From an optimization exercise on the open Yosys and OpenROAD flow, aimed at small area, a short achievable clock period and few clock cycles per item; shortcuts taken in it are not production practice.
RTL that was checked went through simulation tests only; none was proved equivalent to the original.
The RTL of run 2 was laid out without a check of its function.

<file path="design.v">
`default_nettype none
package brm_pkg;
   localparam int IN_W      = 16;
   localparam int PRODUCT_W = 32;
   localparam int MAG_W     = 31;
   localparam int CFG_W     = 5;
   localparam logic [CFG_W-1:0] CFG_RESET = 5'd16;
   localparam logic [CFG_W-1:0] MIN_WIDTH = 5'd2;
   localparam int ROUNDS_PER_STAGE = 2;
endpackage
`default_nettype wire
`default_nettype none
module booth_radix2_multiplier_core #(
   parameter int MAX_WIDTH = 16
) (
   input  logic                      clock,
   input  logic                      reset,
   input  logic                          req_valid,
   output logic                          req_ready,
   input  logic [brm_pkg::IN_W-1:0]      req_multiplicand_bits,
   input  logic [brm_pkg::IN_W-1:0]      req_multiplier_bits,
   output logic                          rsp_valid,
   input  logic                          rsp_ready,
   output logic [brm_pkg::PRODUCT_W-1:0] rsp_product_bits,
   output logic                          rsp_negative,
   output logic [brm_pkg::MAG_W-1:0]     rsp_magnitude,
   input  logic                      csr_write_enable,
   input  logic [brm_pkg::CFG_W-1:0] csr_write_data
);
   logic [15:0] wm, wtop;
   logic [31:0] pmask;
   logic [3:0] nm1_ff;
   always_ff @(posedge clock) begin
      if (reset) begin
         nm1_ff <= 4'd15;
      end else if (csr_write_enable) begin
         nm1_ff <= (csr_write_data < 5'd2) ? 4'd1 : (csr_write_data > 5'd16) ? 4'd15 : 4'(csr_write_data - 5'd1);
      end
   end
   always_comb begin
      for (int i = 0; i < 16; i++) begin
         wm[i] = (4'(i) <= nm1_ff);
      end
   end
   assign wtop = wm & ~(wm >> 1);
   always_comb begin
      for (int i = 0; i < 16; i++) begin
         pmask[2*i]   = wm[i];
         pmask[2*i+1] = wm[i];
      end
   end
   logic        en;
   logic        req_sa, req_sb;
   logic [15:0] ax;
   logic [7:0] one;
   logic [7:0] two;
   logic [7:0] neg;
   logic ng;
   logic [15:0] ax_c;
   logic [15:0] bx_c;
   logic [7:0] one_c;
   logic [7:0] two_c;
   logic [7:0] neg_c;
   logic ng_c;
   logic sx_c;
   logic bl_c;
   assign req_sa = |(req_multiplicand_bits & wtop);
   assign req_sb = |(req_multiplier_bits & wtop);
   assign req_ready = en;
   logic        op_v;
   logic [15:0] ax_q;
   logic [7:0] one_q;
   logic [7:0] two_q;
   logic [7:0] neg_q;
   logic ng_q;
   always_ff @(posedge clock) begin
      if (reset) begin
         op_v <= 1'b0;
      end else if (en) begin
         op_v <= req_valid;
      end
   end
   always_ff @(posedge clock) begin
      if (en) begin
         ax_q <= ax_c;
         one_q <= one_c;
         two_q <= two_c;
         neg_q <= neg_c;
         ng_q <= ng_c;
      end
   end
   assign ax = ax_q;
   assign one = one_q;
   assign two = two_q;
   assign neg = neg_q;
   assign ng = ng_q;
   always_comb begin
      for (int j = 0; j < 16; j++) begin
         ax_c[j] = wm[j] ? req_multiplicand_bits[j] : req_sa;
         bx_c[j] = wm[j] ? req_multiplier_bits[j] : req_sb;
      end
      sx_c = req_sa ^ req_sb;
      ng_c = sx_c & (|(req_multiplicand_bits & wm)) & (|(req_multiplier_bits & wm));
      for (int i = 0; i < 8; i++) begin
         bl_c = (i == 0) ? 1'b0 : bx_c[2*i-1];
         one_c[i] = bx_c[2*i] ^ bl_c;
         two_c[i] = (bx_c[2*i+1] & ~bx_c[2*i] & ~bl_c) | (~bx_c[2*i+1] & bx_c[2*i] & bl_c);
         neg_c[i] = bx_c[2*i+1] ^ sx_c;
      end
   end
   wire pp1 = (one[0] & ax[0]) ^ neg[0];
   wire pp2 = ((one[0] & ax[1]) | (two[0] & ax[0])) ^ neg[0];
   wire pp3 = ((one[0] & ax[2]) | (two[0] & ax[1])) ^ neg[0];
   wire pp4 = ((one[0] & ax[3]) | (two[0] & ax[2])) ^ neg[0];
   wire pp5 = ((one[0] & ax[4]) | (two[0] & ax[3])) ^ neg[0];
   wire pp6 = ((one[0] & ax[5]) | (two[0] & ax[4])) ^ neg[0];
   wire pp7 = ((one[0] & ax[6]) | (two[0] & ax[5])) ^ neg[0];
   wire pp8 = ((one[0] & ax[7]) | (two[0] & ax[6])) ^ neg[0];
   wire pp9 = ((one[0] & ax[8]) | (two[0] & ax[7])) ^ neg[0];
   wire pp10 = ((one[0] & ax[9]) | (two[0] & ax[8])) ^ neg[0];
   wire pp11 = ((one[0] & ax[10]) | (two[0] & ax[9])) ^ neg[0];
   wire pp12 = ((one[0] & ax[11]) | (two[0] & ax[10])) ^ neg[0];
   wire pp13 = ((one[0] & ax[12]) | (two[0] & ax[11])) ^ neg[0];
   wire pp14 = ((one[0] & ax[13]) | (two[0] & ax[12])) ^ neg[0];
   wire pp15 = ((one[0] & ax[14]) | (two[0] & ax[13])) ^ neg[0];
   wire pp16 = ((one[0] & ax[15]) | (two[0] & ax[14])) ^ neg[0];
   wire pp17 = ((one[0] & ax[15]) | (two[0] & ax[15])) ^ neg[0];
   wire ns18 = ~pp17;
   wire u19 = one[0] & ax[0];
   wire un20 = u19 | neg[0];
   wire nu21 = ~u19;
   wire nun22 = ~un20;
   wire pp23 = (one[1] & ax[0]) ^ neg[1];
   wire pp24 = ((one[1] & ax[1]) | (two[1] & ax[0])) ^ neg[1];
   wire pp25 = ((one[1] & ax[2]) | (two[1] & ax[1])) ^ neg[1];
   wire pp26 = ((one[1] & ax[3]) | (two[1] & ax[2])) ^ neg[1];
   wire pp27 = ((one[1] & ax[4]) | (two[1] & ax[3])) ^ neg[1];
   wire pp28 = ((one[1] & ax[5]) | (two[1] & ax[4])) ^ neg[1];
   wire pp29 = ((one[1] & ax[6]) | (two[1] & ax[5])) ^ neg[1];
   wire pp30 = ((one[1] & ax[7]) | (two[1] & ax[6])) ^ neg[1];
   wire pp31 = ((one[1] & ax[8]) | (two[1] & ax[7])) ^ neg[1];
   wire pp32 = ((one[1] & ax[9]) | (two[1] & ax[8])) ^ neg[1];
   wire pp33 = ((one[1] & ax[10]) | (two[1] & ax[9])) ^ neg[1];
   wire pp34 = ((one[1] & ax[11]) | (two[1] & ax[10])) ^ neg[1];
   wire pp35 = ((one[1] & ax[12]) | (two[1] & ax[11])) ^ neg[1];
   wire pp36 = ((one[1] & ax[13]) | (two[1] & ax[12])) ^ neg[1];
   wire pp37 = ((one[1] & ax[14]) | (two[1] & ax[13])) ^ neg[1];
   wire pp38 = ((one[1] & ax[15]) | (two[1] & ax[14])) ^ neg[1];
   wire pp39 = ((one[1] & ax[15]) | (two[1] & ax[15])) ^ neg[1];
   wire ns40 = ~pp39;
   wire u41 = one[1] & ax[0];
   wire un42 = u41 | neg[1];
   wire nu43 = ~u41;
   wire nun44 = ~un42;
   wire pp45 = (one[2] & ax[0]) ^ neg[2];
   wire pp46 = ((one[2] & ax[1]) | (two[2] & ax[0])) ^ neg[2];
   wire pp47 = ((one[2] & ax[2]) | (two[2] & ax[1])) ^ neg[2];
   wire pp48 = ((one[2] & ax[3]) | (two[2] & ax[2])) ^ neg[2];
   wire pp49 = ((one[2] & ax[4]) | (two[2] & ax[3])) ^ neg[2];
   wire pp50 = ((one[2] & ax[5]) | (two[2] & ax[4])) ^ neg[2];
   wire pp51 = ((one[2] & ax[6]) | (two[2] & ax[5])) ^ neg[2];
   wire pp52 = ((one[2] & ax[7]) | (two[2] & ax[6])) ^ neg[2];
   wire pp53 = ((one[2] & ax[8]) | (two[2] & ax[7])) ^ neg[2];
   wire pp54 = ((one[2] & ax[9]) | (two[2] & ax[8])) ^ neg[2];
   wire pp55 = ((one[2] & ax[10]) | (two[2] & ax[9])) ^ neg[2];
   wire pp56 = ((one[2] & ax[11]) | (two[2] & ax[10])) ^ neg[2];
   wire pp57 = ((one[2] & ax[12]) | (two[2] & ax[11])) ^ neg[2];
   wire pp58 = ((one[2] & ax[13]) | (two[2] & ax[12])) ^ neg[2];
   wire pp59 = ((one[2] & ax[14]) | (two[2] & ax[13])) ^ neg[2];
   wire pp60 = ((one[2] & ax[15]) | (two[2] & ax[14])) ^ neg[2];
   wire pp61 = ((one[2] & ax[15]) | (two[2] & ax[15])) ^ neg[2];
   wire ns62 = ~pp61;
   wire u63 = one[2] & ax[0];
   wire un64 = u63 | neg[2];
   wire nu65 = ~u63;
   wire nun66 = ~un64;
   wire pp67 = (one[3] & ax[0]) ^ neg[3];
   wire pp68 = ((one[3] & ax[1]) | (two[3] & ax[0])) ^ neg[3];
   wire pp69 = ((one[3] & ax[2]) | (two[3] & ax[1])) ^ neg[3];
   wire pp70 = ((one[3] & ax[3]) | (two[3] & ax[2])) ^ neg[3];
   wire pp71 = ((one[3] & ax[4]) | (two[3] & ax[3])) ^ neg[3];
   wire pp72 = ((one[3] & ax[5]) | (two[3] & ax[4])) ^ neg[3];
   wire pp73 = ((one[3] & ax[6]) | (two[3] & ax[5])) ^ neg[3];
   wire pp74 = ((one[3] & ax[7]) | (two[3] & ax[6])) ^ neg[3];
   wire pp75 = ((one[3] & ax[8]) | (two[3] & ax[7])) ^ neg[3];
   wire pp76 = ((one[3] & ax[9]) | (two[3] & ax[8])) ^ neg[3];
   wire pp77 = ((one[3] & ax[10]) | (two[3] & ax[9])) ^ neg[3];
   wire pp78 = ((one[3] & ax[11]) | (two[3] & ax[10])) ^ neg[3];
   wire pp79 = ((one[3] & ax[12]) | (two[3] & ax[11])) ^ neg[3];
   wire pp80 = ((one[3] & ax[13]) | (two[3] & ax[12])) ^ neg[3];
   wire pp81 = ((one[3] & ax[14]) | (two[3] & ax[13])) ^ neg[3];
   wire pp82 = ((one[3] & ax[15]) | (two[3] & ax[14])) ^ neg[3];
   wire pp83 = ((one[3] & ax[15]) | (two[3] & ax[15])) ^ neg[3];
   wire ns84 = ~pp83;
   wire u85 = one[3] & ax[0];
   wire un86 = u85 | neg[3];
   wire nu87 = ~u85;
   wire nun88 = ~un86;
   wire pp89 = (one[4] & ax[0]) ^ neg[4];
   wire pp90 = ((one[4] & ax[1]) | (two[4] & ax[0])) ^ neg[4];
   wire pp91 = ((one[4] & ax[2]) | (two[4] & ax[1])) ^ neg[4];
   wire pp92 = ((one[4] & ax[3]) | (two[4] & ax[2])) ^ neg[4];
   wire pp93 = ((one[4] & ax[4]) | (two[4] & ax[3])) ^ neg[4];
   wire pp94 = ((one[4] & ax[5]) | (two[4] & ax[4])) ^ neg[4];
   wire pp95 = ((one[4] & ax[6]) | (two[4] & ax[5])) ^ neg[4];
   wire pp96 = ((one[4] & ax[7]) | (two[4] & ax[6])) ^ neg[4];
   wire pp97 = ((one[4] & ax[8]) | (two[4] & ax[7])) ^ neg[4];
   wire pp98 = ((one[4] & ax[9]) | (two[4] & ax[8])) ^ neg[4];
   wire pp99 = ((one[4] & ax[10]) | (two[4] & ax[9])) ^ neg[4];
   wire pp100 = ((one[4] & ax[11]) | (two[4] & ax[10])) ^ neg[4];
   wire pp101 = ((one[4] & ax[12]) | (two[4] & ax[11])) ^ neg[4];
   wire pp102 = ((one[4] & ax[13]) | (two[4] & ax[12])) ^ neg[4];
   wire pp103 = ((one[4] & ax[14]) | (two[4] & ax[13])) ^ neg[4];
   wire pp104 = ((one[4] & ax[15]) | (two[4] & ax[14])) ^ neg[4];
   wire pp105 = ((one[4] & ax[15]) | (two[4] & ax[15])) ^ neg[4];
   wire ns106 = ~pp105;
   wire u107 = one[4] & ax[0];
   wire un108 = u107 | neg[4];
   wire nu109 = ~u107;
   wire nun110 = ~un108;
   wire pp111 = (one[5] & ax[0]) ^ neg[5];
   wire pp112 = ((one[5] & ax[1]) | (two[5] & ax[0])) ^ neg[5];
   wire pp113 = ((one[5] & ax[2]) | (two[5] & ax[1])) ^ neg[5];
   wire pp114 = ((one[5] & ax[3]) | (two[5] & ax[2])) ^ neg[5];
   wire pp115 = ((one[5] & ax[4]) | (two[5] & ax[3])) ^ neg[5];
   wire pp116 = ((one[5] & ax[5]) | (two[5] & ax[4])) ^ neg[5];
   wire pp117 = ((one[5] & ax[6]) | (two[5] & ax[5])) ^ neg[5];
   wire pp118 = ((one[5] & ax[7]) | (two[5] & ax[6])) ^ neg[5];
   wire pp119 = ((one[5] & ax[8]) | (two[5] & ax[7])) ^ neg[5];
   wire pp120 = ((one[5] & ax[9]) | (two[5] & ax[8])) ^ neg[5];
   wire pp121 = ((one[5] & ax[10]) | (two[5] & ax[9])) ^ neg[5];
   wire pp122 = ((one[5] & ax[11]) | (two[5] & ax[10])) ^ neg[5];
   wire pp123 = ((one[5] & ax[12]) | (two[5] & ax[11])) ^ neg[5];
   wire pp124 = ((one[5] & ax[13]) | (two[5] & ax[12])) ^ neg[5];
   wire pp125 = ((one[5] & ax[14]) | (two[5] & ax[13])) ^ neg[5];
   wire pp126 = ((one[5] & ax[15]) | (two[5] & ax[14])) ^ neg[5];
   wire pp127 = ((one[5] & ax[15]) | (two[5] & ax[15])) ^ neg[5];
   wire ns128 = ~pp127;
   wire u129 = one[5] & ax[0];
   wire un130 = u129 | neg[5];
   wire nu131 = ~u129;
   wire nun132 = ~un130;
   wire pp133 = (one[6] & ax[0]) ^ neg[6];
   wire pp134 = ((one[6] & ax[1]) | (two[6] & ax[0])) ^ neg[6];
   wire pp135 = ((one[6] & ax[2]) | (two[6] & ax[1])) ^ neg[6];
   wire pp136 = ((one[6] & ax[3]) | (two[6] & ax[2])) ^ neg[6];
   wire pp137 = ((one[6] & ax[4]) | (two[6] & ax[3])) ^ neg[6];
   wire pp138 = ((one[6] & ax[5]) | (two[6] & ax[4])) ^ neg[6];
   wire pp139 = ((one[6] & ax[6]) | (two[6] & ax[5])) ^ neg[6];
   wire pp140 = ((one[6] & ax[7]) | (two[6] & ax[6])) ^ neg[6];
   wire pp141 = ((one[6] & ax[8]) | (two[6] & ax[7])) ^ neg[6];
   wire pp142 = ((one[6] & ax[9]) | (two[6] & ax[8])) ^ neg[6];
   wire pp143 = ((one[6] & ax[10]) | (two[6] & ax[9])) ^ neg[6];
   wire pp144 = ((one[6] & ax[11]) | (two[6] & ax[10])) ^ neg[6];
   wire pp145 = ((one[6] & ax[12]) | (two[6] & ax[11])) ^ neg[6];
   wire pp146 = ((one[6] & ax[13]) | (two[6] & ax[12])) ^ neg[6];
   wire pp147 = ((one[6] & ax[14]) | (two[6] & ax[13])) ^ neg[6];
   wire pp148 = ((one[6] & ax[15]) | (two[6] & ax[14])) ^ neg[6];
   wire pp149 = ((one[6] & ax[15]) | (two[6] & ax[15])) ^ neg[6];
   wire ns150 = ~pp149;
   wire u151 = one[6] & ax[0];
   wire un152 = u151 | neg[6];
   wire nu153 = ~u151;
   wire nun154 = ~un152;
   wire pp155 = (one[7] & ax[0]) ^ neg[7];
   wire pp156 = ((one[7] & ax[1]) | (two[7] & ax[0])) ^ neg[7];
   wire pp157 = ((one[7] & ax[2]) | (two[7] & ax[1])) ^ neg[7];
   wire pp158 = ((one[7] & ax[3]) | (two[7] & ax[2])) ^ neg[7];
   wire pp159 = ((one[7] & ax[4]) | (two[7] & ax[3])) ^ neg[7];
   wire pp160 = ((one[7] & ax[5]) | (two[7] & ax[4])) ^ neg[7];
   wire pp161 = ((one[7] & ax[6]) | (two[7] & ax[5])) ^ neg[7];
   wire pp162 = ((one[7] & ax[7]) | (two[7] & ax[6])) ^ neg[7];
   wire pp163 = ((one[7] & ax[8]) | (two[7] & ax[7])) ^ neg[7];
   wire pp164 = ((one[7] & ax[9]) | (two[7] & ax[8])) ^ neg[7];
   wire pp165 = ((one[7] & ax[10]) | (two[7] & ax[9])) ^ neg[7];
   wire pp166 = ((one[7] & ax[11]) | (two[7] & ax[10])) ^ neg[7];
   wire pp167 = ((one[7] & ax[12]) | (two[7] & ax[11])) ^ neg[7];
   wire pp168 = ((one[7] & ax[13]) | (two[7] & ax[12])) ^ neg[7];
   wire pp169 = ((one[7] & ax[14]) | (two[7] & ax[13])) ^ neg[7];
   wire pp170 = ((one[7] & ax[15]) | (two[7] & ax[14])) ^ neg[7];
   wire pp171 = ((one[7] & ax[15]) | (two[7] & ax[15])) ^ neg[7];
   wire ns172 = ~pp171;
   wire u173 = one[7] & ax[0];
   wire un174 = u173 | neg[7];
   wire nu175 = ~u173;
   wire nun176 = ~un174;
   wire s177 = pp11 ^ pp31;
   wire c178 = pp11 & pp31;
   wire s179 = pp12 ^ pp32 ^ pp52;
   wire c180 = (pp12 & pp32) | (pp52 & (pp12 ^ pp32));
   wire s181 = pp13 ^ pp33 ^ pp53;
   wire c182 = (pp13 & pp33) | (pp53 & (pp13 ^ pp33));
   wire s183 = pp73 ^ pp93;
   wire c184 = pp73 & pp93;
   wire s185 = pp14 ^ pp34 ^ pp54;
   wire c186 = (pp14 & pp34) | (pp54 & (pp14 ^ pp34));
   wire s187 = pp74 ^ pp94 ^ pp114;
   wire c188 = (pp74 & pp94) | (pp114 & (pp74 ^ pp94));
   wire s189 = pp15 ^ pp35 ^ pp55;
   wire c190 = (pp15 & pp35) | (pp55 & (pp15 ^ pp35));
   wire s191 = pp75 ^ pp95 ^ pp115;
   wire c192 = (pp75 & pp95) | (pp115 & (pp75 ^ pp95));
   wire s193 = pp135 ^ un152;
   wire c194 = pp135 & un152;
   wire s195 = pp16 ^ pp36 ^ pp56;
   wire c196 = (pp16 & pp36) | (pp56 & (pp16 ^ pp36));
   wire s197 = pp76 ^ pp96 ^ pp116;
   wire c198 = (pp76 & pp96) | (pp116 & (pp76 ^ pp96));
   wire s199 = pp136 ^ pp156 ^ nun176;
   wire c200 = (pp136 & pp156) | (nun176 & (pp136 ^ pp156));
   wire s201 = ns18 ^ pp37 ^ pp57;
   wire c202 = (ns18 & pp37) | (pp57 & (ns18 ^ pp37));
   wire s203 = pp77 ^ pp97 ^ pp117;
   wire c204 = (pp77 & pp97) | (pp117 & (pp77 ^ pp97));
   wire s205 = pp137 ^ pp157 ^ un174;
   wire c206 = (pp137 & pp157) | (un174 & (pp137 ^ pp157));
   wire s207 = pp38 ^ pp58 ^ pp78;
   wire c208 = (pp38 & pp58) | (pp78 & (pp38 ^ pp58));
   wire s209 = pp98 ^ pp118 ^ pp138;
   wire c210 = (pp98 & pp118) | (pp138 & (pp98 ^ pp118));
   wire s211 = pp158 ^ 1'b1;
   wire c212 = pp158 & 1'b1;
   wire s213 = ns40 ^ pp59 ^ pp79;
   wire c214 = (ns40 & pp59) | (pp79 & (ns40 ^ pp59));
   wire s215 = pp99 ^ pp119 ^ pp139;
   wire c216 = (pp99 & pp119) | (pp139 & (pp99 ^ pp119));
   wire s217 = pp60 ^ pp80 ^ pp100;
   wire c218 = (pp60 & pp80) | (pp100 & (pp60 ^ pp80));
   wire s219 = pp120 ^ pp140;
   wire c220 = pp120 & pp140;
   wire s221 = ns62 ^ pp81 ^ pp101;
   wire c222 = (ns62 & pp81) | (pp101 & (ns62 ^ pp81));
   wire s223 = pp82 ^ pp102;
   wire c224 = pp82 & pp102;
   wire s225 = pp7 ^ pp27;
   wire c226 = pp7 & pp27;
   wire s227 = pp8 ^ pp28 ^ pp48;
   wire c228 = (pp8 & pp28) | (pp48 & (pp8 ^ pp28));
   wire s229 = pp9 ^ pp29 ^ pp49;
   wire c230 = (pp9 & pp29) | (pp49 & (pp9 ^ pp29));
   wire s231 = pp69 ^ un86;
   wire c232 = pp69 & un86;
   wire s233 = pp10 ^ pp30 ^ pp50;
   wire c234 = (pp10 & pp30) | (pp50 & (pp10 ^ pp30));
   wire s235 = pp70 ^ pp90 ^ nun110;
   wire c236 = (pp70 & pp90) | (nun110 & (pp70 ^ pp90));
   wire s237 = s177 ^ pp51 ^ pp71;
   wire c238 = (s177 & pp51) | (pp71 & (s177 ^ pp51));
   wire s239 = pp91 ^ un108 ^ nu131;
   wire c240 = (pp91 & un108) | (nu131 & (pp91 ^ un108));
   wire s241 = s179 ^ pp72 ^ pp92;
   wire c242 = (s179 & pp72) | (pp92 & (s179 ^ pp72));
   wire s243 = pp112 ^ nun132 ^ c178;
   wire c244 = (pp112 & nun132) | (c178 & (pp112 ^ nun132));
   wire s245 = s181 ^ s183 ^ pp113;
   wire c246 = (s181 & s183) | (pp113 & (s181 ^ s183));
   wire s247 = un130 ^ nu153 ^ c180;
   wire c248 = (un130 & nu153) | (c180 & (un130 ^ nu153));
   wire s249 = s185 ^ s187 ^ pp134;
   wire c250 = (s185 & s187) | (pp134 & (s185 ^ s187));
   wire s251 = nun154 ^ c182 ^ c184;
   wire c252 = (nun154 & c182) | (c184 & (nun154 ^ c182));
   wire s253 = s189 ^ s191 ^ s193;
   wire c254 = (s189 & s191) | (s193 & (s189 ^ s191));
   wire s255 = nu175 ^ c186 ^ c188;
   wire c256 = (nu175 & c186) | (c188 & (nu175 ^ c186));
   wire s257 = s195 ^ s197 ^ s199;
   wire c258 = (s195 & s197) | (s199 & (s195 ^ s197));
   wire s259 = c190 ^ c192 ^ c194;
   wire c260 = (c190 & c192) | (c194 & (c190 ^ c192));
   wire s261 = s201 ^ s203 ^ s205;
   wire c262 = (s201 & s203) | (s205 & (s201 ^ s203));
   wire s263 = c196 ^ c198 ^ c200;
   wire c264 = (c196 & c198) | (c200 & (c196 ^ c198));
   wire s265 = s207 ^ s209 ^ s211;
   wire c266 = (s207 & s209) | (s211 & (s207 ^ s209));
   wire s267 = c202 ^ c204 ^ c206;
   wire c268 = (c202 & c204) | (c206 & (c202 ^ c204));
   wire s269 = s213 ^ s215 ^ pp159;
   wire c270 = (s213 & s215) | (pp159 & (s213 ^ s215));
   wire s271 = c208 ^ c210 ^ c212;
   wire c272 = (c208 & c210) | (c212 & (c208 ^ c210));
   wire s273 = s217 ^ s219 ^ pp160;
   wire c274 = (s217 & s219) | (pp160 & (s217 ^ s219));
   wire s275 = 1'b1 ^ c214 ^ c216;
   wire c276 = (1'b1 & c214) | (c216 & (1'b1 ^ c214));
   wire s277 = s221 ^ pp121 ^ pp141;
   wire c278 = (s221 & pp121) | (pp141 & (s221 ^ pp121));
   wire s279 = pp161 ^ c218 ^ c220;
   wire c280 = (pp161 & c218) | (c220 & (pp161 ^ c218));
   wire s281 = s223 ^ pp122 ^ pp142;
   wire c282 = (s223 & pp122) | (pp142 & (s223 ^ pp122));
   wire s283 = pp162 ^ 1'b1 ^ c222;
   wire c284 = (pp162 & 1'b1) | (c222 & (pp162 ^ 1'b1));
   wire s285 = ns84 ^ pp103 ^ pp123;
   wire c286 = (ns84 & pp103) | (pp123 & (ns84 ^ pp103));
   wire s287 = pp143 ^ pp163 ^ c224;
   wire c288 = (pp143 & pp163) | (c224 & (pp143 ^ pp163));
   wire s289 = pp104 ^ pp124 ^ pp144;
   wire c290 = (pp104 & pp124) | (pp144 & (pp104 ^ pp124));
   wire s291 = pp164 ^ 1'b1;
   wire c292 = pp164 & 1'b1;
   wire s293 = ns106 ^ pp125 ^ pp145;
   wire c294 = (ns106 & pp125) | (pp145 & (ns106 ^ pp125));
   wire s295 = pp126 ^ pp146;
   wire c296 = pp126 & pp146;
   wire s297 = pp5 ^ pp25;
   wire c298 = pp5 & pp25;
   wire s299 = pp6 ^ pp26 ^ pp46;
   wire c300 = (pp6 & pp26) | (pp46 & (pp6 ^ pp26));
   wire s301 = s225 ^ pp47 ^ un64;
   wire c302 = (s225 & pp47) | (un64 & (s225 ^ pp47));
   wire s303 = s227 ^ pp68 ^ nun88;
   wire c304 = (s227 & pp68) | (nun88 & (s227 ^ pp68));
   wire s305 = s229 ^ s231 ^ nu109;
   wire c306 = (s229 & s231) | (nu109 & (s229 ^ s231));
   wire s307 = s233 ^ s235 ^ c230;
   wire c308 = (s233 & s235) | (c230 & (s233 ^ s235));
   wire s309 = s237 ^ s239 ^ c234;
   wire c310 = (s237 & s239) | (c234 & (s237 ^ s239));
   wire s311 = s241 ^ s243 ^ c238;
   wire c312 = (s241 & s243) | (c238 & (s241 ^ s243));
   wire s313 = s245 ^ s247 ^ c242;
   wire c314 = (s245 & s247) | (c242 & (s245 ^ s247));
   wire s315 = s249 ^ s251 ^ c246;
   wire c316 = (s249 & s251) | (c246 & (s249 ^ s251));
   wire s317 = s253 ^ s255 ^ c250;
   wire c318 = (s253 & s255) | (c250 & (s253 ^ s255));
   wire s319 = s257 ^ s259 ^ c254;
   wire c320 = (s257 & s259) | (c254 & (s257 ^ s259));
   wire s321 = s261 ^ s263 ^ c258;
   wire c322 = (s261 & s263) | (c258 & (s261 ^ s263));
   wire s323 = s265 ^ s267 ^ c262;
   wire c324 = (s265 & s267) | (c262 & (s265 ^ s267));
   wire s325 = s269 ^ s271 ^ c266;
   wire c326 = (s269 & s271) | (c266 & (s269 ^ s271));
   wire s327 = s273 ^ s275 ^ c270;
   wire c328 = (s273 & s275) | (c270 & (s273 ^ s275));
   wire s329 = s277 ^ s279 ^ c274;
   wire c330 = (s277 & s279) | (c274 & (s277 ^ s279));
   wire s331 = s281 ^ s283 ^ c278;
   wire c332 = (s281 & s283) | (c278 & (s281 ^ s283));
   wire s333 = s285 ^ s287 ^ c282;
   wire c334 = (s285 & s287) | (c282 & (s285 ^ s287));
   wire s335 = s289 ^ s291 ^ c286;
   wire c336 = (s289 & s291) | (c286 & (s289 ^ s291));
   wire s337 = s293 ^ pp165 ^ c290;
   wire c338 = (s293 & pp165) | (c290 & (s293 ^ pp165));
   wire s339 = s295 ^ pp166 ^ 1'b1;
   wire c340 = (s295 & pp166) | (1'b1 & (s295 ^ pp166));
   wire s341 = ns128 ^ pp147 ^ pp167;
   wire c342 = (ns128 & pp147) | (pp167 & (ns128 ^ pp147));
   wire s343 = pp148 ^ pp168;
   wire c344 = pp148 & pp168;
   wire s345 = pp3 ^ un20;
   wire c346 = pp3 & un20;
   wire s347 = pp4 ^ pp24 ^ nun44;
   wire c348 = (pp4 & pp24) | (nun44 & (pp4 ^ pp24));
   wire s349 = s297 ^ un42 ^ nu65;
   wire c350 = (s297 & un42) | (nu65 & (s297 ^ un42));
   wire s351 = s299 ^ nun66 ^ c298;
   wire c352 = (s299 & nun66) | (c298 & (s299 ^ nun66));
   wire s353 = s301 ^ nu87 ^ c300;
   wire c354 = (s301 & nu87) | (c300 & (s301 ^ nu87));
   wire s355 = s303 ^ c226 ^ c302;
   wire c356 = (s303 & c226) | (c302 & (s303 ^ c226));
   wire s357 = s305 ^ c228 ^ c304;
   wire c358 = (s305 & c228) | (c304 & (s305 ^ c228));
   wire s359 = s307 ^ c232 ^ c306;
   wire c360 = (s307 & c232) | (c306 & (s307 ^ c232));
   wire s361 = s309 ^ c236 ^ c308;
   wire c362 = (s309 & c236) | (c308 & (s309 ^ c236));
   wire s363 = s311 ^ c240 ^ c310;
   wire c364 = (s311 & c240) | (c310 & (s311 ^ c240));
   wire s365 = s313 ^ c244 ^ c312;
   wire c366 = (s313 & c244) | (c312 & (s313 ^ c244));
   wire s367 = s315 ^ c248 ^ c314;
   wire c368 = (s315 & c248) | (c314 & (s315 ^ c248));
   wire s369 = s317 ^ c252 ^ c316;
   wire c370 = (s317 & c252) | (c316 & (s317 ^ c252));
   wire s371 = s319 ^ c256 ^ c318;
   wire c372 = (s319 & c256) | (c318 & (s319 ^ c256));
   wire s373 = s321 ^ c260 ^ c320;
   wire c374 = (s321 & c260) | (c320 & (s321 ^ c260));
   wire s375 = s323 ^ c264 ^ c322;
   wire c376 = (s323 & c264) | (c322 & (s323 ^ c264));
   wire s377 = s325 ^ c268 ^ c324;
   wire c378 = (s325 & c268) | (c324 & (s325 ^ c268));
   wire s379 = s327 ^ c272 ^ c326;
   wire c380 = (s327 & c272) | (c326 & (s327 ^ c272));
   wire s381 = s329 ^ c276 ^ c328;
   wire c382 = (s329 & c276) | (c328 & (s329 ^ c276));
   wire s383 = s331 ^ c280 ^ c330;
   wire c384 = (s331 & c280) | (c330 & (s331 ^ c280));
   wire s385 = s333 ^ c284 ^ c332;
   wire c386 = (s333 & c284) | (c332 & (s333 ^ c284));
   wire s387 = s335 ^ c288 ^ c334;
   wire c388 = (s335 & c288) | (c334 & (s335 ^ c288));
   wire s389 = s337 ^ c292 ^ c336;
   wire c390 = (s337 & c292) | (c336 & (s337 ^ c292));
   wire s391 = s339 ^ c294 ^ c338;
   wire c392 = (s339 & c294) | (c338 & (s339 ^ c294));
   wire s393 = s341 ^ c296 ^ c340;
   wire c394 = (s341 & c296) | (c340 & (s341 ^ c296));
   wire s395 = s343 ^ 1'b1 ^ c342;
   wire c396 = (s343 & 1'b1) | (c342 & (s343 ^ 1'b1));
   wire s397 = ns150 ^ pp169 ^ c344;
   wire c398 = (ns150 & pp169) | (c344 & (ns150 ^ pp169));
   wire s399 = pp170 ^ 1'b1;
   wire c400 = pp170 & 1'b1;
   wire p401 = mid_1 ^ mid_2;
   wire g402 = mid_1 & mid_2;
   wire p403 = mid_3 ^ mid_4;
   wire g404 = mid_3 & mid_4;
   wire p405 = mid_5 ^ mid_6;
   wire g406 = mid_5 & mid_6;
   wire p407 = mid_7 ^ mid_8;
   wire g408 = mid_7 & mid_8;
   wire p409 = mid_9 ^ mid_10;
   wire g410 = mid_9 & mid_10;
   wire p411 = mid_11 ^ mid_12;
   wire g412 = mid_11 & mid_12;
   wire p413 = mid_13 ^ mid_14;
   wire g414 = mid_13 & mid_14;
   wire p415 = mid_15 ^ mid_16;
   wire g416 = mid_15 & mid_16;
   wire p417 = mid_17 ^ mid_18;
   wire g418 = mid_17 & mid_18;
   wire p419 = mid_19 ^ mid_20;
   wire g420 = mid_19 & mid_20;
   wire p421 = mid_21 ^ mid_22;
   wire g422 = mid_21 & mid_22;
   wire p423 = mid_23 ^ mid_24;
   wire g424 = mid_23 & mid_24;
   wire p425 = mid_25 ^ mid_26;
   wire g426 = mid_25 & mid_26;
   wire p427 = mid_27 ^ mid_28;
   wire g428 = mid_27 & mid_28;
   wire p429 = mid_29 ^ mid_30;
   wire g430 = mid_29 & mid_30;
   wire p431 = mid_31 ^ mid_32;
   wire g432 = mid_31 & mid_32;
   wire p433 = mid_33 ^ mid_34;
   wire g434 = mid_33 & mid_34;
   wire p435 = mid_35 ^ mid_36;
   wire g436 = mid_35 & mid_36;
   wire p437 = mid_37 ^ mid_38;
   wire g438 = mid_37 & mid_38;
   wire p439 = mid_39 ^ mid_40;
   wire g440 = mid_39 & mid_40;
   wire p441 = mid_41 ^ mid_42;
   wire g442 = mid_41 & mid_42;
   wire p443 = mid_43 ^ mid_44;
   wire g444 = mid_43 & mid_44;
   wire p445 = mid_45 ^ mid_46;
   wire g446 = mid_45 & mid_46;
   wire p447 = mid_47 ^ mid_48;
   wire g448 = mid_47 & mid_48;
   wire p449 = mid_49 ^ mid_50;
   wire g450 = mid_49 & mid_50;
   wire p451 = mid_51 ^ mid_52;
   wire g452 = mid_51 & mid_52;
   wire p453 = mid_53 ^ mid_54;
   wire g454 = mid_53 & mid_54;
   wire p455 = mid_55 ^ mid_56;
   wire g456 = mid_55 & mid_56;
   wire p457 = mid_57 ^ mid_58;
   wire g458 = mid_57 & mid_58;
   wire p459 = mid_59 ^ mid_60;
   wire g460 = mid_59 & mid_60;
   wire T461 = p401 & mid_0;
   wire G462 = g406 | (p405 & g404);
   wire T463 = p405 & p403;
   wire G464 = g410 | (p409 & g408);
   wire T465 = p409 & p407;
   wire G466 = g414 | (p413 & g412);
   wire T467 = p413 & p411;
   wire G468 = g418 | (p417 & g416);
   wire T469 = p417 & p415;
   wire G470 = g422 | (p421 & g420);
   wire T471 = p421 & p419;
   wire G472 = g426 | (p425 & g424);
   wire T473 = p425 & p423;
   wire G474 = g430 | (p429 & g428);
   wire T475 = p429 & p427;
   wire G476 = g434 | (p433 & g432);
   wire T477 = p433 & p431;
   wire G478 = g438 | (p437 & g436);
   wire T479 = p437 & p435;
   wire G480 = g442 | (p441 & g440);
   wire T481 = p441 & p439;
   wire G482 = g446 | (p445 & g444);
   wire T483 = p445 & p443;
   wire G484 = g450 | (p449 & g448);
   wire T485 = p449 & p447;
   wire G486 = g454 | (p453 & g452);
   wire T487 = p453 & p451;
   wire G488 = g458 | (p457 & g456);
   wire T489 = p457 & p455;
   wire G490 = 1'b1 & g460;
   wire T491 = 1'b1 & p459;
   wire G492 = g404 | (p403 & g402);
   wire T493 = p403 & T461;
   wire G494 = G462 | (T463 & g402);
   wire T495 = T463 & T461;
   wire G496 = g412 | (p411 & G464);
   wire T497 = p411 & T465;
   wire G498 = G466 | (T467 & G464);
   wire T499 = T467 & T465;
   wire G500 = g420 | (p419 & G468);
   wire T501 = p419 & T469;
   wire G502 = G470 | (T471 & G468);
   wire T503 = T471 & T469;
   wire G504 = g428 | (p427 & G472);
   wire T505 = p427 & T473;
   wire G506 = G474 | (T475 & G472);
   wire T507 = T475 & T473;
   wire G508 = g436 | (p435 & G476);
   wire T509 = p435 & T477;
   wire G510 = G478 | (T479 & G476);
   wire T511 = T479 & T477;
   wire G512 = g444 | (p443 & G480);
   wire T513 = p443 & T481;
   wire G514 = G482 | (T483 & G480);
   wire T515 = T483 & T481;
   wire G516 = g452 | (p451 & G484);
   wire T517 = p451 & T485;
   wire G518 = G486 | (T487 & G484);
   wire T519 = T487 & T485;
   wire G520 = g460 | (p459 & G488);
   wire T521 = p459 & T489;
   wire G522 = G490 | (T491 & G488);
   wire T523 = T491 & T489;
   wire G524 = g408 | (p407 & G494);
   wire T525 = p407 & T495;
   wire G526 = G464 | (T465 & G494);
   wire T527 = T465 & T495;
   wire G528 = G496 | (T497 & G494);
   wire T529 = T497 & T495;
   wire G530 = G498 | (T499 & G494);
   wire T531 = T499 & T495;
   wire G532 = g424 | (p423 & G502);
   wire T533 = p423 & T503;
   wire G534 = G472 | (T473 & G502);
   wire T535 = T473 & T503;
   wire G536 = G504 | (T505 & G502);
   wire T537 = T505 & T503;
   wire G538 = G506 | (T507 & G502);
   wire T539 = T507 & T503;
   wire G540 = g440 | (p439 & G510);
   wire T541 = p439 & T511;
   wire G542 = G480 | (T481 & G510);
   wire T543 = T481 & T511;
   wire G544 = G512 | (T513 & G510);
   wire T545 = T513 & T511;
   wire G546 = G514 | (T515 & G510);
   wire T547 = T515 & T511;
   wire G548 = g456 | (p455 & G518);
   wire T549 = p455 & T519;
   wire G550 = G488 | (T489 & G518);
   wire T551 = T489 & T519;
   wire G552 = G520 | (T521 & G518);
   wire T553 = T521 & T519;
   wire G554 = G522 | (T523 & G518);
   wire T555 = T523 & T519;
   wire G556 = g416 | (p415 & G530);
   wire T557 = p415 & T531;
   wire G558 = G468 | (T469 & G530);
   wire T559 = T469 & T531;
   wire G560 = G500 | (T501 & G530);
   wire T561 = T501 & T531;
   wire G562 = G502 | (T503 & G530);
   wire T563 = T503 & T531;
   wire G564 = G532 | (T533 & G530);
   wire T565 = T533 & T531;
   wire G566 = G534 | (T535 & G530);
   wire T567 = T535 & T531;
   wire G568 = G536 | (T537 & G530);
   wire T569 = T537 & T531;
   wire G570 = G538 | (T539 & G530);
   wire T571 = T539 & T531;
   wire G572 = g448 | (p447 & G546);
   wire T573 = p447 & T547;
   wire G574 = G484 | (T485 & G546);
   wire T575 = T485 & T547;
   wire G576 = G516 | (T517 & G546);
   wire T577 = T517 & T547;
   wire G578 = G518 | (T519 & G546);
   wire T579 = T519 & T547;
   wire G580 = G548 | (T549 & G546);
   wire T581 = T549 & T547;
   wire G582 = G550 | (T551 & G546);
   wire T583 = T551 & T547;
   wire G584 = G552 | (T553 & G546);
   wire T585 = T553 & T547;
   wire G586 = G554 | (T555 & G546);
   wire T587 = T555 & T547;
   wire G588 = g432 | (p431 & G570);
   wire T589 = p431 & T571;
   wire G590 = G476 | (T477 & G570);
   wire T591 = T477 & T571;
   wire G592 = G508 | (T509 & G570);
   wire T593 = T509 & T571;
   wire G594 = G510 | (T511 & G570);
   wire T595 = T511 & T571;
   wire G596 = G540 | (T541 & G570);
   wire T597 = T541 & T571;
   wire G598 = G542 | (T543 & G570);
   wire T599 = T543 & T571;
   wire G600 = G544 | (T545 & G570);
   wire T601 = T545 & T571;
   wire G602 = G546 | (T547 & G570);
   wire T603 = T547 & T571;
   wire G604 = G572 | (T573 & G570);
   wire T605 = T573 & T571;
   wire G606 = G574 | (T575 & G570);
   wire T607 = T575 & T571;
   wire G608 = G576 | (T577 & G570);
   wire T609 = T577 & T571;
   wire G610 = G578 | (T579 & G570);
   wire T611 = T579 & T571;
   wire G612 = G580 | (T581 & G570);
   wire T613 = T581 & T571;
   wire G614 = G582 | (T583 & G570);
   wire T615 = T583 & T571;
   wire G616 = G584 | (T585 & G570);
   wire T617 = T585 & T571;
   wire G618 = G586 | (T587 & G570);
   wire T619 = T587 & T571;
   logic mid_v;
   logic mid_0;
   logic mid_1;
   logic mid_2;
   logic mid_3;
   logic mid_4;
   logic mid_5;
   logic mid_6;
   logic mid_7;
   logic mid_8;
   logic mid_9;
   logic mid_10;
   logic mid_11;
   logic mid_12;
   logic mid_13;
   logic mid_14;
   logic mid_15;
   logic mid_16;
   logic mid_17;
   logic mid_18;
   logic mid_19;
   logic mid_20;
   logic mid_21;
   logic mid_22;
   logic mid_23;
   logic mid_24;
   logic mid_25;
   logic mid_26;
   logic mid_27;
   logic mid_28;
   logic mid_29;
   logic mid_30;
   logic mid_31;
   logic mid_32;
   logic mid_33;
   logic mid_34;
   logic mid_35;
   logic mid_36;
   logic mid_37;
   logic mid_38;
   logic mid_39;
   logic mid_40;
   logic mid_41;
   logic mid_42;
   logic mid_43;
   logic mid_44;
   logic mid_45;
   logic mid_46;
   logic mid_47;
   logic mid_48;
   logic mid_49;
   logic mid_50;
   logic mid_51;
   logic mid_52;
   logic mid_53;
   logic mid_54;
   logic mid_55;
   logic mid_56;
   logic mid_57;
   logic mid_58;
   logic mid_59;
   logic mid_60;
   logic mid_61;
   always_ff @(posedge clock) begin
      if (reset) begin
         mid_v <= 1'b0;
      end else if (en) begin
         mid_v <= op_v;
      end
   end
   always_ff @(posedge clock) begin
      if (en) begin
         mid_0 <= nu21;
         mid_1 <= pp2;
         mid_2 <= nun22;
         mid_3 <= s345;
         mid_4 <= nu43;
         mid_5 <= s347;
         mid_6 <= c346;
         mid_7 <= s349;
         mid_8 <= c348;
         mid_9 <= s351;
         mid_10 <= c350;
         mid_11 <= s353;
         mid_12 <= c352;
         mid_13 <= s355;
         mid_14 <= c354;
         mid_15 <= s357;
         mid_16 <= c356;
         mid_17 <= s359;
         mid_18 <= c358;
         mid_19 <= s361;
         mid_20 <= c360;
         mid_21 <= s363;
         mid_22 <= c362;
         mid_23 <= s365;
         mid_24 <= c364;
         mid_25 <= s367;
         mid_26 <= c366;
         mid_27 <= s369;
         mid_28 <= c368;
         mid_29 <= s371;
         mid_30 <= c370;
         mid_31 <= s373;
         mid_32 <= c372;
         mid_33 <= s375;
         mid_34 <= c374;
         mid_35 <= s377;
         mid_36 <= c376;
         mid_37 <= s379;
         mid_38 <= c378;
         mid_39 <= s381;
         mid_40 <= c380;
         mid_41 <= s383;
         mid_42 <= c382;
         mid_43 <= s385;
         mid_44 <= c384;
         mid_45 <= s387;
         mid_46 <= c386;
         mid_47 <= s389;
         mid_48 <= c388;
         mid_49 <= s391;
         mid_50 <= c390;
         mid_51 <= s393;
         mid_52 <= c392;
         mid_53 <= s395;
         mid_54 <= c394;
         mid_55 <= s397;
         mid_56 <= c396;
         mid_57 <= s399;
         mid_58 <= c398;
         mid_59 <= ns172;
         mid_60 <= c400;
         mid_61 <= ng;
      end
   end
   logic [31:0] prod_w;
   logic [30:0] mag_w;
   assign prod_w = {(mid_61 ? ~(1'b1 ^ G616) : (1'b1 ^ (G616 | T617))), (mid_61 ? ~(p459 ^ G614) : (p459 ^ (G614 | T615))), (mid_61 ? ~(p457 ^ G612) : (p457 ^ (G612 | T613))), (mid_61 ? ~(p455 ^ G610) : (p455 ^ (G610 | T611))), (mid_61 ? ~(p453 ^ G608) : (p453 ^ (G608 | T609))), (mid_61 ? ~(p451 ^ G606) : (p451 ^ (G606 | T607))), (mid_61 ? ~(p449 ^ G604) : (p449 ^ (G604 | T605))), (mid_61 ? ~(p447 ^ G602) : (p447 ^ (G602 | T603))), (mid_61 ? ~(p445 ^ G600) : (p445 ^ (G600 | T601))), (mid_61 ? ~(p443 ^ G598) : (p443 ^ (G598 | T599))), (mid_61 ? ~(p441 ^ G596) : (p441 ^ (G596 | T597))), (mid_61 ? ~(p439 ^ G594) : (p439 ^ (G594 | T595))), (mid_61 ? ~(p437 ^ G592) : (p437 ^ (G592 | T593))), (mid_61 ? ~(p435 ^ G590) : (p435 ^ (G590 | T591))), (mid_61 ? ~(p433 ^ G588) : (p433 ^ (G588 | T589))), (mid_61 ? ~(p431 ^ G570) : (p431 ^ (G570 | T571))), (mid_61 ? ~(p429 ^ G568) : (p429 ^ (G568 | T569))), (mid_61 ? ~(p427 ^ G566) : (p427 ^ (G566 | T567))), (mid_61 ? ~(p425 ^ G564) : (p425 ^ (G564 | T565))), (mid_61 ? ~(p423 ^ G562) : (p423 ^ (G562 | T563))), (mid_61 ? ~(p421 ^ G560) : (p421 ^ (G560 | T561))), (mid_61 ? ~(p419 ^ G558) : (p419 ^ (G558 | T559))), (mid_61 ? ~(p417 ^ G556) : (p417 ^ (G556 | T557))), (mid_61 ? ~(p415 ^ G530) : (p415 ^ (G530 | T531))), (mid_61 ? ~(p413 ^ G528) : (p413 ^ (G528 | T529))), (mid_61 ? ~(p411 ^ G526) : (p411 ^ (G526 | T527))), (mid_61 ? ~(p409 ^ G524) : (p409 ^ (G524 | T525))), (mid_61 ? ~(p407 ^ G494) : (p407 ^ (G494 | T495))), (mid_61 ? ~(p405 ^ G492) : (p405 ^ (G492 | T493))), (mid_61 ? ~(p403 ^ g402) : (p403 ^ (g402 | T461))), (mid_61 ? ~(p401 ^ 1'b0) : (p401 ^ (1'b0 | mid_0))), (mid_61 ? ~mid_0 : ~mid_0)} & pmask;
   assign mag_w  = {(p459 ^ (G614 | T615)), (p457 ^ (G612 | T613)), (p455 ^ (G610 | T611)), (p453 ^ (G608 | T609)), (p451 ^ (G606 | T607)), (p449 ^ (G604 | T605)), (p447 ^ (G602 | T603)), (p445 ^ (G600 | T601)), (p443 ^ (G598 | T599)), (p441 ^ (G596 | T597)), (p439 ^ (G594 | T595)), (p437 ^ (G592 | T593)), (p435 ^ (G590 | T591)), (p433 ^ (G588 | T589)), (p431 ^ (G570 | T571)), (p429 ^ (G568 | T569)), (p427 ^ (G566 | T567)), (p425 ^ (G564 | T565)), (p423 ^ (G562 | T563)), (p421 ^ (G560 | T561)), (p419 ^ (G558 | T559)), (p417 ^ (G556 | T557)), (p415 ^ (G530 | T531)), (p413 ^ (G528 | T529)), (p411 ^ (G526 | T527)), (p409 ^ (G524 | T525)), (p407 ^ (G494 | T495)), (p405 ^ (G492 | T493)), (p403 ^ (g402 | T461)), (p401 ^ (1'b0 | mid_0)), ~mid_0};
   logic        out_v;
   logic [31:0] prod_ff;
   logic [29:1] mag_ff;
   logic        neg_ff;
   assign en = !out_v || rsp_ready;
   always_ff @(posedge clock) begin
      if (reset) begin
         out_v <= 1'b0;
      end else if (en) begin
         out_v <= mid_v;
      end
   end
   always_ff @(posedge clock) begin
      if (en) begin
         prod_ff <= prod_w;
         mag_ff  <= mag_w[29:1];
         neg_ff  <= mid_61;
      end
   end
   assign rsp_valid        = out_v;
   assign rsp_product_bits = prod_ff;
   assign rsp_magnitude    = {prod_ff[30] & ~neg_ff, mag_ff, prod_ff[0]};
   assign rsp_negative     = neg_ff;
endmodule
`default_nettype wire
</file>
<file path="flow/run.sh">
#!/bin/bash
# Layout flow: the standard ORFS flow (standard.sh) with two changes:
#  1. synthesis: the same script, except that Yosys's "synth -run fine:" step
#     gets -noabc, so the quick ABC pass there does not re-encode the adder
#     trees before extract_fa (it leaves fewer inverters around the fa/ha
#     cells); flops, hierarchy flattening and renaming are as in synth_recipe.tcl.
#  2. port buffers are sky130_fd_sc_hd__buf_2 instead of the delay cell that
#     buffer_ports picks by default.
# Each tool's output goes to the ORFS logs under orfs/logs; make's own output
# goes to flow_make.log here.
set -euo pipefail
here=$(pwd)
sed 's|^proc synth {args} { yosys synth -nofsm -noshare {\*}\$args }|proc synth {args} { if {[lsearch -exact $args fine:] >= 0} { lappend args -noabc }; yosys synth -nofsm -noshare {*}$args }|' synth_recipe.tcl > flow_synth.tcl
grep -q -- '-noabc' flow_synth.tcl
sed -e "s|SYNTH_SCRIPT=[^ ]*|SYNTH_SCRIPT=$here/flow_synth.tcl|" \
    -e 's|"\${@:-finish}"|BUFFER_PORTS_ARGS="-buffer_cell sky130_fd_sc_hd__buf_2" "${@:-finish}"|' standard.sh > flow_standard_mod.sh
grep -q flow_synth.tcl flow_standard_mod.sh
bash flow_standard_mod.sh > flow_make.log 2>&1
</file>
<file path="standard.sh">
#!/bin/bash
# synth_recipe.tcl (not shown) runs the flow's synth.tcl, then flattens the netlist and writes it again
# the make line also repeats each setting of config.mk as NAME=value (left out here)
make -C /OpenROAD-flow-scripts/flow DESIGN_CONFIG=/design/flow/config.mk WORK_HOME=/design/flow/orfs CLKGATE_MAP_FILE= SYNTH_SCRIPT=/design/flow/synth_recipe.tcl "${@:-finish}"
</file>
<file path="config.mk">
export PLATFORM = sky130hd
export DESIGN_NAME = booth_radix2_multiplier_core
export DESIGN_NICKNAME = booth_radix2_multiplier_core
export VERILOG_FILES = /design/flow/design.v
export SDC_FILE = /design/flow/constraint.sdc
export NUM_CORES = 4
export LEC_CHECK = 0
export ABC_CLOCK_PERIOD_IN_PS = 3200
export CAP_MARGIN = 20
export CORE_MARGIN = 2
export CORE_UTILIZATION = 40
export PLACE_DENSITY = 0.6
export SETUP_SLACK_MARGIN = 4.0
export SLEW_MARGIN = 20
</file>
<file path="constraint.sdc">
create_clock -name core_clock -period 7.2 [get_ports {clock}]
set_input_delay 1.4400 -clock core_clock [delete_from_list [all_inputs] [get_ports {clock}]]
set_output_delay 1.4400 -clock core_clock [all_outputs]
set_load 0.01 [all_outputs]
</file>
==> run summary, run 1 <==
The number of detailed-routing iterations run before antenna repair came out at 7. STA classifies the critical path startpoint as a primary input. The via count of the first global-routing pass came to 10000. The share of the core filled with cells came out at 48.0%. The longest clock path from root to sink contains 2 buffers. The core area is 34400 um^2. The wire-length estimate of the detail-placed layout is 25400 um. The top cell type's share of synthesized area is 35.6%. The setup TNS came out at 0 ns. The total instance count after detailed placement is 1749. After detailed routing, the met3 layer carries 3180 um of wire. Signal routing reaches up to met4. The transition time at the pin with the least slew margin came out at 1.24 ns. The number of top-level pins came out at 108. The number of warnings printed during yosys synthesis came out at 1. The path type of the worst setup path is in2out.

The instance area at placement is 14600 um^2. By area the synthesized netlist is led by edfxtp_1 36%, fa_1 14%, xnor2_1 8.9%. The max-cap check violation count is 0.

The per-cell via count in the routed design came out at 5.45. The count of distinct cell types in the synthesized netlist came out at 78. The number of hold violations in the final report is 0.

The sink count of the clock tree is 172. The area of the die is 36300 um^2. Among all flip-flop cells after synthesis, the most frequent one is edfxtp_1. The routed length per instance came out at 19.5 um. The via count is 10300. The number of buffers inserted by hold repair at cts came out at 0.

The global-route wire length before repair is 57400 um. The floorplan row count came out at 68.

The detail route stage leaves a number of antenna-violating nets equal to 0. Summed over all nets, wire length on met2 after detailed routing comes to 16600 um. The initial antenna violation count is 0. The sequential area share after synthesis is 36.6%. The number of max-slew violations in the final report came to 0.

The cell depth of the worst min-delay path is 0. Summed over all layers, the routed wires come to 36800 um. The overall fraction of global-route tracks in use came out at 20.6%.

For the worst flop-to-flop path, the logic depth is 8. The library cell used most frequently in the layout, excluding fill and tap cells, is edfxtp_1. The number of fill cells came out at 3182. The synthesized area divided by synthesized cell count came out at 10.8 um^2. The achievable frequency is 309 MHz. The minimum clock period is 3.24 ns. For the final database, setup skew stands at 0.0124 ns. The kind of end point of the critical path is a primary output.

For this configuration, the core starts out at a cell density of 40.5%. The later pin in the worst-skew pair is clocked with a latency of 0.44 ns. The tightest slew margin relative to the limit came out at 16.9%.

The tightest min-delay check is of the reg2reg type. The number of synthesized register bits came out at 172. The root buffer cell chosen for the clock tree is clkbuf_16. In the layout the commonest cells are 165 x edfxtp_1, 139 x xnor2_1, 105 x buf_2, 102 x buf_4, 99 x a22oi_1. The leading area contributor after synthesis is edfxtp_1. The required time of the critical path is 5.76 ns. The share of the clock period used by the worst path is 44.9%.

The synthesized cell area came out at 13900 um^2. In this run the number of H-tree levels came out at 4. Buffers placed on the I/O ports in this run total 107. The number of buffers inserted during clock tree synthesis is 17. The number of DRC violations after detailed routing is 0.

The clock-pin slew on the worst setup and hold paths came out at 0.07 ns. Routability-driven placement finished with a final weighted congestion of 0.885. The largest driver fanout on the critical path came out at 2. For the worst setup path, the data arrival time is 1.80 ns. At the placement stage, the worst setup path has a slack of 3.22 ns.

The final layout net count is 1612. Setup violations remaining at the end of the flow were counted as 0. Yosys mapped a number of flops with a built-in enable equal to 165. The total nets after synthesis is 1476.

The number of standard cells in the layout, taps in and fillers out came out at 1893. For this block, the initial DRC count from the detailed router was 870. The run finished with no timing, DRC or antenna violations. The floorplan die width came out at 190 um. The share of post-route cells with drive strength above 1 is 23.3%. TritonCTS built the clock tree. Hold is met by 0.436 ns. The total global routing overflow came out at 0.

Setup repair after global routing could not meet its margin everywhere. The final design area excluding fillers is 16500 um^2. The area growth from synthesis to layout is 18.6%. Once routing completed, OpenROAD measured the worst setup slack at 3.96 ns. The wire length the detailed router placed on met1 came out at 16200 um. The fraction of registers with async set/reset is 0%.

The number of instances in the synthesized netlist is 1288. The height of the chip came out at 190 um. The pin count of the biggest net entering global routing came out at 70.
[worst paths after layout]
path,endpoint,slack (ns),startpoint
worst min-delay path,mid_61,0.44,ng_q
worst max register to register,mid_21,3.98,one_q[2]
worst max-delay path,req_ready,3.96,rsp_ready
worst min register to register,mid_61,0.44,ng_q
[timing repair]
item                       CTS  global route
setup endpoints to repair  104            27
pin swaps                    5            33
hold endpoints to repair     0             0
cloned                       2             0
resized for setup           14            38
buffers inserted            99            10
[per-layer routing]
layer / track usage (%) / up-vias
met5: 0 / -
li1: - / 4873
met3: 5.30 / 54
met1: 28.7 / 4985
met4: 6.38 / 0
met2: 31.5 / 407
[cells in the mapped netlist (18+ instances only)]
| cell type | n |
|---|---|
| clkbuf_1 | 87 |
| a21oi_1 | 70 |
| inv_1 | 70 |
| fa_1 | 99 |
| xor2_1 | 43 |
| ha_1 | 47 |
| o21ai_0 | 39 |
| nor2_1 | 57 |
| mux2i_1 | 22 |
| a21o_1 | 18 |
| nand2_1 | 76 |
| a22oi_1 | 121 |
| edfxtp_1 | 165 |
| xnor2_1 | 142 |
| nand3_1 | 18 |
[state kept, by name (all words and copies together) (netlist names), 4 cells and up]
register  flops
one_q         8
mag_ff       29
nm1_ff        4
prod_ff      32
two_q         8
neg_q         8
ax_q         16
[cell type report]
cell class                 instances  area (um^2)  area share, %
inverter                          71          267           1.62
clock buffer                      26          533           3.23
antenna                            1         2.50         0.0152
multi-input combinational        934         8300           50.3
timing repair buffer             228         1680           10.2
tap                              455          569           3.45
clock inverter                     6         42.5          0.258
sequential                       172         5100           30.9
[cell families after synthesis]
group                    Yosys count  share of synthesized area [%]
XOR/XNOR                         186                           11.8
multiplexers                      34                           2.96
adder cells (fa/ha/maj)          146                           18.5
buffers and inverters            184                           5.38
flip-flops                       172                           36.6
AO/OA/AOI/OAI                    327                           16.5
AND/OR/NAND/NOR                  239                           8.30
[critical path, cell delays in order]
cell	delay [ns]
buf_8	0.09
nand2b_4	0.13
buf_6	0.13
Testbench counts, summed over its fixed seeds: cycles 8,024, items 8,000.
==> run 2: changes to the inputs <==
--- a/design.v
+++ b/design.v
@@ -872,5 +872,5 @@
    logic [29:1] mag_ff;
    logic        neg_ff;
-   assign en = !out_v || rsp_ready;
+   assign en = rsp_ready;
    always_ff @(posedge clock) begin
       if (reset) begin
--- a/config.mk
+++ b/config.mk
@@ -10,4 +10,5 @@
 export CORE_MARGIN = 2
 export CORE_UTILIZATION = 40
+export CTS_BUF_LIST = sky130_fd_sc_hd__clkbuf_8
 export PLACE_DENSITY = 0.6
 export SETUP_SLACK_MARGIN = 4.0
==> run 2 against run 1 <==
Worst setup slack got worse by 0.049 ns. Worst hold slack got worse by 0.0019 ns. Core utilization grew 0.50 points. Sequential share of layout area is 0.40 points lower. Maximum frequency fell by 1.5%. Synthesized cell count is 1.6% higher. Highest routed layer unchanged. Design area up 1.3%. Critical endpoint is now mid_35. Via count up 4.6%. Clock skew grew 0.0069 ns.
==> run summary, run 2 <==
The cell depth of the worst min-delay path is 0. Ranked by instance count, the synthesized netlist is headed by 165 x edfxtp_1, 145 x xnor2_1, 122 x a22oi_1, 99 x fa_1, 91 x clkbuf_1. The routed length per instance is 21.1 um. The setup TNS is 0 ns. The overall fraction of global-route tracks in use came out at 22.1%. The via count is 10800. The worst hold path begins at ng_q. Buffers inserted to repair hold after CTS numbered 0. The hold-critical path endpoint is mid_61.

The launching instance or port of the critical path is one_q[2]. The global-route wire length before repair is 61300 um. The number of detailed-routing iterations run before antenna repair is 6. The area growth from synthesis to final layout is 19.9%. The run finished with no timing, DRC or antenna violations.

The primary flip-flop cell chosen by synthesis mapping is edfxtp_1. The final design area excluding fillers is 16700 um^2. For this run, the number of Yosys warnings is 1. Of the available clock period, the critical path in the final layout requires 45.6%. For this run, global-route usage on met3 was measured as 4.42%.

The number of hold violations in the final report is 0. TritonCTS created 17 clock buffers. Setup repair after global routing could not meet its margin everywhere. The TritonCTS clock tree is built.

The total wirelength of the detailed-routed design is 40500 um. The most frequent standard cell in the layout excluding fill and tap cells is edfxtp_1. The root buffer selected by CTS is clkbuf_8. The number of instances in the synthesized netlist is 1309. The worst setup skew after layout came out at 0.0193 ns. The instance area at placement is 14700 um^2.

The sequential area share after synthesis is 36.6%. The die covers 36300 um^2. The achievable frequency came out at 304 MHz. After global routing the overflow that remains totals 0. The detail route stage leaves a number of antenna-violating nets equal to 0. The depth of the worst register-to-register path came out at 8.

The sink count of the clock tree came out at 172. The count of buffers added on input and output ports is 107. In this run the tightest slew margin relative to its limit is 32.9%.

In the layout the commonest cells are 165 x edfxtp_1, 133 x xnor2_1, 106 x buf_2, 97 x buf_4, 93 x a22oi_1. Ranked by flip-flop count, first place goes to prod_ff. The deepest level of the CTS H-tree came out at 4.

The starting density of the core came out at 40.4%. The highest cell delay on the worst timing path came out at 0.53 ns. Counting both buffers and inverters, the worst setup path holds a total of 2. At the end of the flow the core is filled with cells to 48.5%. The via count of the first global-routing pass came out at 10500.

The required time of the critical path came out at 7.41 ns. The tightest min-delay check is of the reg2reg type. The biggest area contributor in the post-synthesis netlist is edfxtp_1. The worst register-to-register path ends at mid_35. After clock tree synthesis, the clock-pin slew on the worst setup and hold paths is 0.09 ns.

The synthesized cell area came out at 13900 um^2. After legalization and detailed placement, the total HPWL measured 27700 um. The largest individual stage delay along the critical path comes from the cell fa_1. Counting flops with a built-in enable in the synthesized netlist gives 165. The number of max-slew violations in the final report came to 0.

The met1 track demand over resource in global routing came out at 30.0%. The placer congestion estimate is 0.906. STA classifies the critical path endpoint as a flip-flop. For the pin with the worst max-slew slack, the measured transition is 1.01 ns. The core region is 34500 um^2. In the final design database the tool counted 1641 nets. The startpoint identified for the worst register-to-register timing path is one_q[2]. A synthesized cell averages 10.6 um^2. The floorplan row count is 68. Ranked by total cell area, the synthesized netlist is headed by edfxtp_1 36%, fa_1 14%, xnor2_1 9.1%.

Of all flip-flops after synthesis, the portion carrying an async set or reset was 0%. The initial antenna violation count is 0. Counting stages on the worst path, the most repeated cell is fa_1. The total nets after synthesis came out at 1497.

In this design, the largest share of critical-path delay is due to adder cells. The count of distinct cell types in the synthesized netlist is 68. The max-cap check violation count came out at 0. The per-cell via count in the routed design is 5.62. The top cell type's share of synthesized area came out at 35.6%. The path type of the worst setup path is reg2reg. The flip-flop count of the largest register, all copies and words added is 32. From left edge to right edge, the die measures 191 um. The signal on the critical path passes through buf_4 -> a22oi_2 -> xor2_1 -> fa_1 -> inv_1 -> fa_1 -> fa_1 -> fa_2.

The repair_antennas step left the layout with diodes totalling 0. Setup violations remaining at the end of the flow were counted as 0. The minimum clock period came out at 3.28 ns. The number of buffers on the longest clock path came out at 2. The pin count of the biggest net entering global routing came out at 74.

The met2 capacity usage during global routing came out at 34.7%. Of the cells placed in the final design, the portion with a size suffix greater than 1 is 24.8%. The arrival time of data at the critical path endpoint came out at 3.50 ns. The number of top-level pins came out at 108.

STA classifies the critical path startpoint as a flip-flop. The clock latency at the later pin of the worst-skew pair is 0.48 ns. The number of DRC violations after detailed routing came out at 0. In the post-synthesis netlist, the cell with the most instances is edfxtp_1.

The largest driver fanout on the critical path came out at 4. The height of the chip is 191 um. The number of synthesized register bits is 172. The largest registers in the layout are prod_ff: 32 flops, mag_ff: 29 flops, ax_q: 16 flops.

The layer flagged by global routing as most heavily used is met2. The final hold slack is 0.434 ns. The DRC marker count from the first detailed-route iteration is 1113.
## run 2: cell count changes in the layout (fill, tap and decap cells not counted), moves of 8 or more
cell,before,now
clkbuf_16,20,2
clkbuf_8,1,17
nor2_1,56,69
nand2_1,76,66
xnor2_2,4,12
## run 2: area by class of cell
cell class	count	area, um^2
Fill cell	3084	17800
Multi-Input combinational cell	950	8470
Sequential cell	172	5090
Timing Repair Buffer	236	1880
Tap cell	455	569
Inverter	76	285
Clock buffer	17	234
Clock inverter	14	170
## run 2: worst max path at each step
stage | end | slack (ns) | cells after the start
after CTS | req_ready | 3.88 | 2
after detailed placement | two_q[6] | 3.23 | 8
after global routing | mid_29 | 3.88 | 7
final | mid_35 | 3.92 | 8
after floorplan | two_q[6] | 3.93 | 7
after global placement | two_q[6] | 3.21 | 8
## run 2: cells by family after synthesis
group / count (synthesis) / share of synthesized area (%)
fa+ha+maj: 146 / 18.4
flops: 172 / 36.6
compound gates: 333 / 16.3
simple gates: 244 / 8.30
xor+xnor: 188 / 11.9
buf+inv: 187 / 5.26
mux: 39 / 3.23
## run 2: stage by stage
| stage | setup slack, ns | std cells |
|---|---|---|
| CTS | 3.88 | 1915 |
| floorplan | 3.93 | 1309 |
| global route | 3.88 | 1920 |
| detailed placement | 3.23 | 1775 |
| finish | 3.92 | 1920 |
| global placement | 3.21 | 1774 |
## run 2: metal layers
layer	up-vias	part of all wire, %
li1	4948	-
met1	5291	44
met2	476	46
met3	83	6.6
met4	0	3.6
met5	-	0
## run 2: timing repair
item	in CTS	in global routing
pin swaps	39	41
gates cloned	1	2
setup buffers	108	3
resized for setup	30	53
endpoints found under the setup margin	47	37

separate check: timing with driven ports:
How much do the figures lean on ideal ports? The routed layouts below were timed once more, with nothing changed but the port constraints.
Step 1 sets driving cells, clkbuf_16 on the clock port and buf_2 on the other inputs (assumed; they add their load-dependent delay and slew).
Step 2, shift: input delay + t, output delay - t, t = (earliest + latest rising clock arrival at the registers) / 2. This alone moves slack from input paths to output paths.
Three values: ideal ports, drivers, drivers and shift; two values: the first two.
run	t (ns)	setup WS [ns]	clock arrival spread, ns
run 1	0.486	3.965 / 3.925 / 3.669	0.012 / 0.012
run 2	0.516	3.916 / 3.801 / 3.698	0.020 / 0.020
After both steps setup and hold are still met in every run listed. For run 1, which loses most, drivers alone change the setup slack by -0.040 ns; drivers and shift together by -0.296 ns.
